Background: an optimization exercise with open tools, aiming at small area. Do not read the settings as production practice.
In this exercise RTL edits were held to simulation tests only and were not proved equivalent to the original.
The clock port is modelled as an ideal driver, which makes a skipped or thinned clock tree look cheaper than it is; a real chip needs a root buffer or a tree.
Power figures rest on the tool's default switching activity, not on a simulated workload.

==> flow/design.v (excerpt) <==
module walk_sound_top (
    input  logic                                      clk,
    input  logic                                      rst_n,
    input  logic                                      reg_wr,
    input  logic [1:0]                                reg_addr,
    input  logic [15:0]                               reg_wdata,
    output logic [15:0]                               reg_rdata,
    output logic                                      sample_valid,
    output logic signed [walk_snd_pkg::sample_w-1:0] sample_out
);
    logic               walk_en;
    logic [3:0]         vol_shift;
    logic [7:0]         tick_div;
    logic               audio_en;
    logic [2:0]         sample_cnt;
    logic signed [14:0] walk_next;   
    logic [3:0]         shift_q;     
    walk_cfg_regs u_regs (
        .clk(clk), .rst_n(rst_n), .reg_wr(reg_wr), .reg_addr(reg_addr),
        .reg_wdata(reg_wdata), .reg_rdata(reg_rdata), .walk_en(walk_en),
        .vol_shift(vol_shift), .tick_div(tick_div)
    );
    sample_tick_gen u_tick (
        .clk(clk), .rst_n(rst_n), .tick_div(tick_div), .audio_en(audio_en),
        .sample_cnt(sample_cnt)
    );
    dk_walk u_walk (
        .clk(clk), .rst_n(rst_n), .audio_en(audio_en), .sample_cnt(sample_cnt),
        .walk_en(walk_en), .out(walk_next)
    );
    assign sample_out = (shift_q == 4'hf) ? '0 : (16'(walk_next) >>> shift_q);
    always_ff @(posedge clk) begin
        if (!rst_n) begin
            sample_valid <= 1'b0;
            shift_q      <= '0;
        end else begin
            sample_valid <= audio_en;
            if (audio_en) begin
                shift_q <= vol_shift;
            end
        end
    end
endmodule
For scale: roughly 1400 cells after synthesis, roughly 120 flip-flops, roughly 14000 um^2 of cells after synthesis.
Settings: LEC_CHECK=0, CAP_MARGIN=20, CORE_MARGIN=2, CORE_UTILIZATION=40, SLEW_MARGIN=20, SYNTH_HIERARCHICAL=1, SYNTH_MINIMUM_KEEP_SIZE=0; clock period 14.0 ns.
standard.sh (not shown) runs the stock make flow with config.mk's settings and CLKGATE_MAP_FILE= SYNTH_SCRIPT=/design/flow/synth_recipe.tcl, a recipe that flattens the netlist after the stock synthesis.
==> flow/flow/run.sh <==
#!/bin/bash
# The standard layout (the standard.sh, with its synthesis unchanged), with two
# changes: the port buffers are the smallest buffer cell, and the clock tree is built
# with clkbuf_8 cells in large sink clusters and without dummy loads.
set -euo pipefail
export BUFFER_PORTS_ARGS="-buffer_cell sky130_fd_sc_hd__buf_1"
export CTS_ARGS="-sink_clustering_enable -repair_clock_nets -dont_use_dummy_load -buf_list sky130_fd_sc_hd__clkbuf_8 -sink_clustering_size 100 -sink_clustering_max_diameter 500"
bash standard.sh > standard.log 2>&1
==> next run, changes <==
==> flow/run.sh (new file) <==
#!/bin/bash
# synth_recipe.tcl (not shown) runs the flow's synth.tcl, then flattens the netlist and writes it again
# the make line also repeats each setting of config.mk as NAME=value (left out here)
make -C /OpenROAD-flow-scripts/flow DESIGN_CONFIG=/design/flow/config.mk WORK_HOME=/design/flow/orfs CLKGATE_MAP_FILE= SYNTH_SCRIPT=/design/flow/synth_recipe.tcl finish
- CORE_UTILIZATION: 40 -> 65
- CTS_BUF_LIST: not set -> sky130_fd_sc_hd__clkbuf_4 sky130_fd_sc_hd__clkbuf_8
removed: flow/flow/run.sh
removed: flow/standard.sh
Outcome: The new run ran to the end with no violations. Final area goes up by about 1.1%. Utilization goes up by 28 points. Clock skew goes down by 0.0052 ns.
==> next run, changes <==
- CORE_UTILIZATION: 65 -> 40
- CTS_BUF_LIST: sky130_fd_sc_hd__clkbuf_4 sky130_fd_sc_hd__clkbuf_8 -> sky130_fd_sc_hd__clkbuf_16
- CTS_CLUSTER_DIAMETER: not set -> 500
- CTS_CLUSTER_SIZE: not set -> 100
The changed run completed without violations.
Final cell count increases by roughly a tenth.
Flip-flop and latch count stays the same.
Power increases by a few percent.
Fmax increases slightly.
Sequential share of layout area decreases by 0.42 points.
Clock-buffer cell count does not change.
Core utilization decreases by 26 points.
Routed wire length decreases slightly.
Non-clock buffer count increases by 2.
Design area increases by a few percent.
Register-to-register slack is better by 0.099 ns.
==> next run, changes <==
==> flow/flow/run.sh (new file) <==
#!/bin/bash
# The standard layout (the standard.sh, with its synthesis unchanged), with two
# changes: the port buffers are the smallest buffer cell, and the clock tree is built
# with clkbuf_8 cells in large sink clusters and without dummy loads.
set -euo pipefail
export BUFFER_PORTS_ARGS="-buffer_cell sky130_fd_sc_hd__buf_1"
export CTS_ARGS="-sink_clustering_enable -repair_clock_nets -dont_use_dummy_load -buf_list sky130_fd_sc_hd__clkbuf_4 -root_buf sky130_fd_sc_hd__clkbuf_8 -sink_clustering_size 100 -sink_clustering_max_diameter 500"
bash standard.sh > standard.log 2>&1
==> flow/standard.sh (new file) <==
#!/bin/bash
# synth_recipe.tcl (not shown) runs the flow's synth.tcl, then flattens the netlist and writes it again
# the make line also repeats each setting of config.mk as NAME=value (left out here)
make -C /OpenROAD-flow-scripts/flow DESIGN_CONFIG=/design/flow/config.mk WORK_HOME=/design/flow/orfs CLKGATE_MAP_FILE= SYNTH_SCRIPT=/design/flow/synth_recipe.tcl "${@:-finish}"
- CTS_BUF_LIST: sky130_fd_sc_hd__clkbuf_16 -> not set
- CTS_CLUSTER_DIAMETER: 500 -> not set
- CTS_CLUSTER_SIZE: 100 -> not set
removed: flow/run.sh
Effect: The changed run went through all stages and came out clean. Die area is unchanged. Routed wire length decreases slightly. Clock-buffer cell count is unchanged. Cell area falls by a few percent. Global-route usage shrinks by 0.28 points. Clock skew climbs by 0.033 ns. Total power came out lower by roughly a tenth. Area after synthesis does not change. Hold slack gains 0.013 ns. Non-clock buffer count is unchanged.

---

walk_sound_top again, from the RTL that the note above started with.
==> flow/config.mk <==
export PLATFORM = sky130hd
export DESIGN_NAME = walk_sound_top
export DESIGN_NICKNAME = walk_sound_top
export VERILOG_FILES = /design/flow/design.v
export SDC_FILE = /design/flow/constraint.sdc
export NUM_CORES = 4
export LEC_CHECK = 0
export CAP_MARGIN = 20
export CORE_MARGIN = 2
export CORE_UTILIZATION = 40
export SLEW_MARGIN = 20
export SYNTH_HIERARCHICAL = 1
export SYNTH_MINIMUM_KEEP_SIZE = 0
==> flow/constraint.sdc <==
create_clock -name core_clock -period 14.0 [get_ports {clk}]
set_input_delay 2.8000 -clock core_clock [delete_from_list [all_inputs] [get_ports {clk}]]
set_output_delay 2.8000 -clock core_clock [all_outputs]
set_load 0.01 [all_outputs]
run.sh (not shown) runs the stock make flow with config.mk's settings and CLKGATE_MAP_FILE= SYNTH_SCRIPT=/design/flow/synth_recipe.tcl, a recipe that flattens the netlist after the stock synthesis.
Stock flow here: none of the scripts above is used.
The baseline completed without violations.
Edit:
==> flow/flow/run.sh (new file) <==
#!/bin/bash
# The standard layout (the standard.sh, with its synthesis unchanged), with two
# changes: the port buffers are the smallest buffer cell, and the clock tree is built
# with clkbuf_8 cells in large sink clusters and without dummy loads.
set -euo pipefail
export BUFFER_PORTS_ARGS="-buffer_cell sky130_fd_sc_hd__buf_1"
export CTS_ARGS="-sink_clustering_enable -repair_clock_nets -dont_use_dummy_load -buf_list sky130_fd_sc_hd__clkbuf_8 -sink_clustering_size 100 -sink_clustering_max_diameter 500"
bash standard.sh > standard.log 2>&1
==> flow/standard.sh (new file) <==
#!/bin/bash
# synth_recipe.tcl (not shown) runs the flow's synth.tcl, then flattens the netlist and writes it again
# the make line also repeats each setting of config.mk as NAME=value (left out here)
make -C /OpenROAD-flow-scripts/flow DESIGN_CONFIG=/design/flow/config.mk WORK_HOME=/design/flow/orfs CLKGATE_MAP_FILE= SYNTH_SCRIPT=/design/flow/synth_recipe.tcl "${@:-finish}"
- CORE_UTILIZATION: 40 -> 60
- GPL_TIMING_DRIVEN: not set -> 0
removed: flow/run.sh
Outcome: Routed wire length rises by 4.8%. Via count rose by 2.2%. Sequential power hardly moves. Global-route usage goes up by 9.3 points. Total power falls by 7.4%. Setup slack loses 120 ps.

---

walk_sound_top, a different RTL version from the one above (not shown whole).
Size in the first run: roughly 1400 cells after synthesis, roughly 120 flip-flops, about 54 I/O pins, roughly 14000 um2 of cells after synthesis.
clock: 14.0 ns
lec_check: 0
cap_margin: 0
core_margin: 2
core_utilization: 40
slew_margin: 0
synth_hierarchical: 1
synth_minimum_keep_size: 0
standard.sh (not shown) runs the stock make flow with config.mk's settings and CLKGATE_MAP_FILE= SYNTH_SCRIPT=/design/flow/synth_recipe.tcl, a recipe that flattens the netlist after the stock synthesis.
==> flow/flow/run.sh <==
#!/bin/bash
# The standard layout (the standard.sh, with its synthesis unchanged), with two
# changes: the port buffers are the smallest buffer cell, and the clock tree is a
# small balanced one built by flow/cts_tree.tcl (one root and 2^levels leaf buffers).
set -euo pipefail
export BUFFER_PORTS_ARGS="-buffer_cell sky130_fd_sc_hd__buf_1"
export PRE_CTS_TCL="$PWD/flow/cts_tree.tcl"
export MY_CTS_BUF=sky130_fd_sc_hd__clkbuf_8
export MY_CTS_ROOT=sky130_fd_sc_hd__clkbuf_8
export MY_CTS_LEVELS=3
bash standard.sh > standard.log 2>&1
Other scripts of this flow, unchanged in this note and not shown: flow/flow/cts_tree.tcl
The first run went through all stages and came out clean.
Rerun with:
Settings changed: CAP_MARGIN 0 to 20, SLEW_MARGIN 0 to 20.
What happened:
- The new run completed with no timing, DRC or antenna violations
- die area does not change
- clock skew stays the same
- worst setup slack is unchanged
- area after synthesis does not change
- clock power barely changes
- routed wire length is unchanged
- sequential share of layout area does not change
No run of this note takes its clock network from TritonCTS; it comes from the design's own scripts or RTL.

---

main:
Starting RTL as in the previous note.
clock: 14.0 ns
lec_check: 0
cap_margin: 20
core_margin: 2
core_utilization: 40
slew_margin: 20
synth_hierarchical: 1
synth_minimum_keep_size: 0
==> flow/flow/run.sh <==
#!/bin/bash
# The standard layout (the standard.sh, with its synthesis unchanged), with two
# changes: the port buffers are the smallest buffer cell, and the clock tree is a
# small balanced one built by flow/cts_tree.tcl (one root and 2^levels leaf buffers).
set -euo pipefail
export BUFFER_PORTS_ARGS="-buffer_cell sky130_fd_sc_hd__buf_1"
export PRE_CTS_TCL="$PWD/flow/cts_tree.tcl"
export MY_CTS_BUF=sky130_fd_sc_hd__clkbuf_16
export MY_CTS_ROOT=sky130_fd_sc_hd__clkbuf_8
export MY_CTS_LEVELS=2
bash standard.sh > standard.log 2>&1
==> flow/flow/cts_tree.tcl <==
# A small clock tree in place of TritonCTS: the clock port drives one root
# buffer, which drives one leaf buffer per group of registers; the groups are
# formed by splitting the registers by position (median cuts). Sourced by
# ORFS's cts.tcl as PRE_CTS_TCL; clock_tree_synthesis is then skipped.
set block [ord::get_db_block]
set buf_master [[ord::get_db] findMaster $::env(MY_CTS_BUF)]
set root_master [[ord::get_db] findMaster $::env(MY_CTS_ROOT)]
set clk_net [$block findNet clk]
set sinks {}
foreach it [$clk_net getITerms] {
  if { [$it isInputSignal] || [[$it getMTerm] getSigType] == "CLOCK" || [$it isInput] } {
    lappend sinks $it
  }
}
puts "my_cts: [llength $sinks] sinks"

proc it_xy { it } {
  set inst [$it getInst]
  set b [$inst getBBox]
  return [list [expr ([$b xMin] + [$b xMax]) / 2] [expr ([$b yMin] + [$b yMax]) / 2]]
}

# recursive median split into 2^levels groups
proc split_groups { items levels } {
  if { $levels == 0 || [llength $items] < 2 } { return [list $items] }
  set xs {}; set ys {}
  foreach it $items { lassign [it_xy $it] x y; lappend xs $x; lappend ys $y }
  set dx [expr [tcl::mathfunc::max {*}$xs] - [tcl::mathfunc::min {*}$xs]]
  set dy [expr [tcl::mathfunc::max {*}$ys] - [tcl::mathfunc::min {*}$ys]]
  set idx [expr { $dx >= $dy ? 0 : 1 }]
  set sorted [lsort -command [list cmp_xy $idx] $items]
  set h [expr [llength $sorted] / 2]
  return [concat [split_groups [lrange $sorted 0 [expr $h - 1]] [expr $levels - 1]] \
                 [split_groups [lrange $sorted $h end] [expr $levels - 1]]]
}
proc cmp_xy { idx a b } {
  set va [lindex [it_xy $a] $idx]; set vb [lindex [it_xy $b] $idx]
  if { $va < $vb } { return -1 } elseif { $va > $vb } { return 1 } else { return 0 }
}

set groups [split_groups $sinks $::env(MY_CTS_LEVELS)]
set root [odb::dbInst_create $block $root_master "myclk_root"]
set root_out [odb::dbNet_create $block "myclk_root_net"]
$root_out setSigType CLOCK
# root input on the clock port net, output to the leaves
foreach mt [$root_master getMTerms] {
  set it [$root findITerm [$mt getName]]
  if { [$mt getSigType] == "POWER" || [$mt getSigType] == "GROUND" } { continue }
  if { [$mt getIoType] == "INPUT" } { $it connect $clk_net } elseif { [$mt getIoType] == "OUTPUT" } { $it connect $root_out }
}
set n 0
set lx 0; set ly 0
foreach g $groups {
  set sx 0; set sy 0
  foreach it $g { lassign [it_xy $it] x y; set sx [expr $sx + $x]; set sy [expr $sy + $y] }
  set cx [expr $sx / [llength $g]]; set cy [expr $sy / [llength $g]]
  set leaf [odb::dbInst_create $block $buf_master "myclk_leaf_$n"]
  set net [odb::dbNet_create $block "myclk_leaf_net_$n"]
  $net setSigType CLOCK
  foreach mt [$buf_master getMTerms] {
    set it [$leaf findITerm [$mt getName]]
    if { [$mt getIoType] == "INPUT" && [$mt getSigType] != "POWER" && [$mt getSigType] != "GROUND" } { $it connect $root_out }
    if { [$mt getIoType] == "OUTPUT" } { $it connect $net }
  }
  foreach it $g { $it disconnect; $it connect $net }
  $leaf setLocation [expr int($cx)] [expr int($cy)]
  $leaf setPlacementStatus PLACED
  set lx [expr $lx + $cx]; set ly [expr $ly + $cy]
  puts "my_cts: leaf $n drives [llength $g] sinks at $cx $cy"
  incr n
}
$root setLocation [expr int($lx / $n)] [expr int($ly / $n)]
$root setPlacementStatus PLACED
$clk_net setSigType CLOCK

# clock_tree_synthesis would rebuild the tree: skip it
rename clock_tree_synthesis orig_clock_tree_synthesis
proc clock_tree_synthesis { args } {
  puts "my_cts: clock_tree_synthesis skipped"
  set_propagated_clock [all_clocks]
}
main: no failed stages, no open violations at the end
Relative to main, the following input files were edited for the feature branch:
-- flow/flow/run.sh --
<<< main, line 8
export MY_CTS_BUF=sky130_fd_sc_hd__clkbuf_16
export MY_CTS_ROOT=sky130_fd_sc_hd__clkbuf_8
export MY_CTS_LEVELS=2
>>> the feature branch, line 8
export MY_CTS_BUF=sky130_fd_sc_hd__clkbuf_8
export MY_CTS_ROOT=sky130_fd_sc_hd__clkbuf_16
export MY_CTS_LEVELS=3
==> comparison <==
- The feature branch -> main: instance count on the critical path delta 0, exact match
- Re setup slack of the critical path after layout: the feature branch is 0.011 ns up on main.
- Clock latency of the later-clocked register in the worst-skew pair came out lower on the feature branch than on main.
No run of this note takes its clock network from TritonCTS; it comes from the design's own scripts or RTL.

---

RTL: one of the versions met above, not the one the previous note started from.
Size: about 1400 cells after synthesis, about 120 flip-flops, about 54 I/O pins, ~0.014 mm² of cells after synthesis.
Design walk_sound_top, start of the top module:
module walk_sound_top (
    input  logic                                      clk,
    input  logic                                      rst_n,
    input  logic                                      reg_wr,
    input  logic [1:0]                                reg_addr,
    input  logic [15:0]                               reg_wdata,
    output logic [15:0]                               reg_rdata,
    output logic                                      sample_valid,
    output logic signed [walk_snd_pkg::sample_w-1:0] sample_out
);
Settings: LEC_CHECK=0, CAP_MARGIN=20, CORE_MARGIN=2, CORE_UTILIZATION=40, CTS_BUF_LIST=sky130_fd_sc_hd__clkbuf_8, CTS_CLUSTER_DIAMETER=80, CTS_CLUSTER_SIZE=30, SLEW_MARGIN=20, SYNTH_HIERARCHICAL=1, SYNTH_MINIMUM_KEEP_SIZE=0; clock period 14.0 ns.
run.sh (not shown) runs the stock make flow with config.mk's settings and CLKGATE_MAP_FILE= SYNTH_SCRIPT=/design/flow/synth_recipe.tcl, a recipe that flattens the netlist after the stock synthesis.
Stock flow here: none of the scripts above is used.
Then changed:
- CTS_CLUSTER_DIAMETER: 80 -> 500
- CTS_CLUSTER_SIZE: 30 -> 100
Global-route usage stays the same.
Clock-buffer cell count does not change.
Power stays the same.
Core utilization stays the same.
Final cell count stays the same.
Sequential power is about the same.
Area after synthesis stays the same.

[afterwards: timing with drivers on the ports]
The flow's constraints put no driver on any port. The routed layouts listed below were extracted and timed again, unchanged, in two steps.
Step 1 assumes that a clkbuf_16 drives the clock port and a buf_2 every other input.
Step 2 moves the port delays by t, midway between the first and last clock arrival at a register: inputs arrive t later, outputs are due t later. That takes back most of the time a late clock gives input paths.
Three values: ideal, step 1, step 2; two values: the first two.
run | t (ns) | setup WS [ns] | worst slew at a driven data input, ns
the first run of note 1 | 0.480 | 0.359 / 0.359 / 0.359 | 0.03
the second run of note 1 | 0.493 | 0.380 / 0.380 / 0.380 | 0.03
the third run of note 1 | 0.472 | 0.480 / 0.480 / 0.480 | 0.03
the fourth run of note 1 | 0.460 | 0.396 / 0.396 / 0.396 | 0.03
the first run of note 2 | 0.472 | 0.481 / 0.481 / 0.481 | 0.03
the second run of note 2 | 0.473 | 0.360 / 0.360 / 0.360 | 0.03
the first run of note 3 | 0.449 | 0.401 / 0.401 / 0.401 | 0.03
the second run of note 3 | 0.449 | 0.401 / 0.401 / 0.401 | 0.03
main | 0.418 | 0.389 / 0.389 / 0.389 | 0.03
the feature branch | 0.396 | 0.400 / 0.400 / 0.400 | 0.03
the first run of note 5 | 0.494 | 0.468 / 0.468 / 0.468 | 0.03
the second run of note 5 | 0.494 | 0.468 / 0.468 / 0.468 | 0.03
After both steps setup and hold are still met in every run listed.
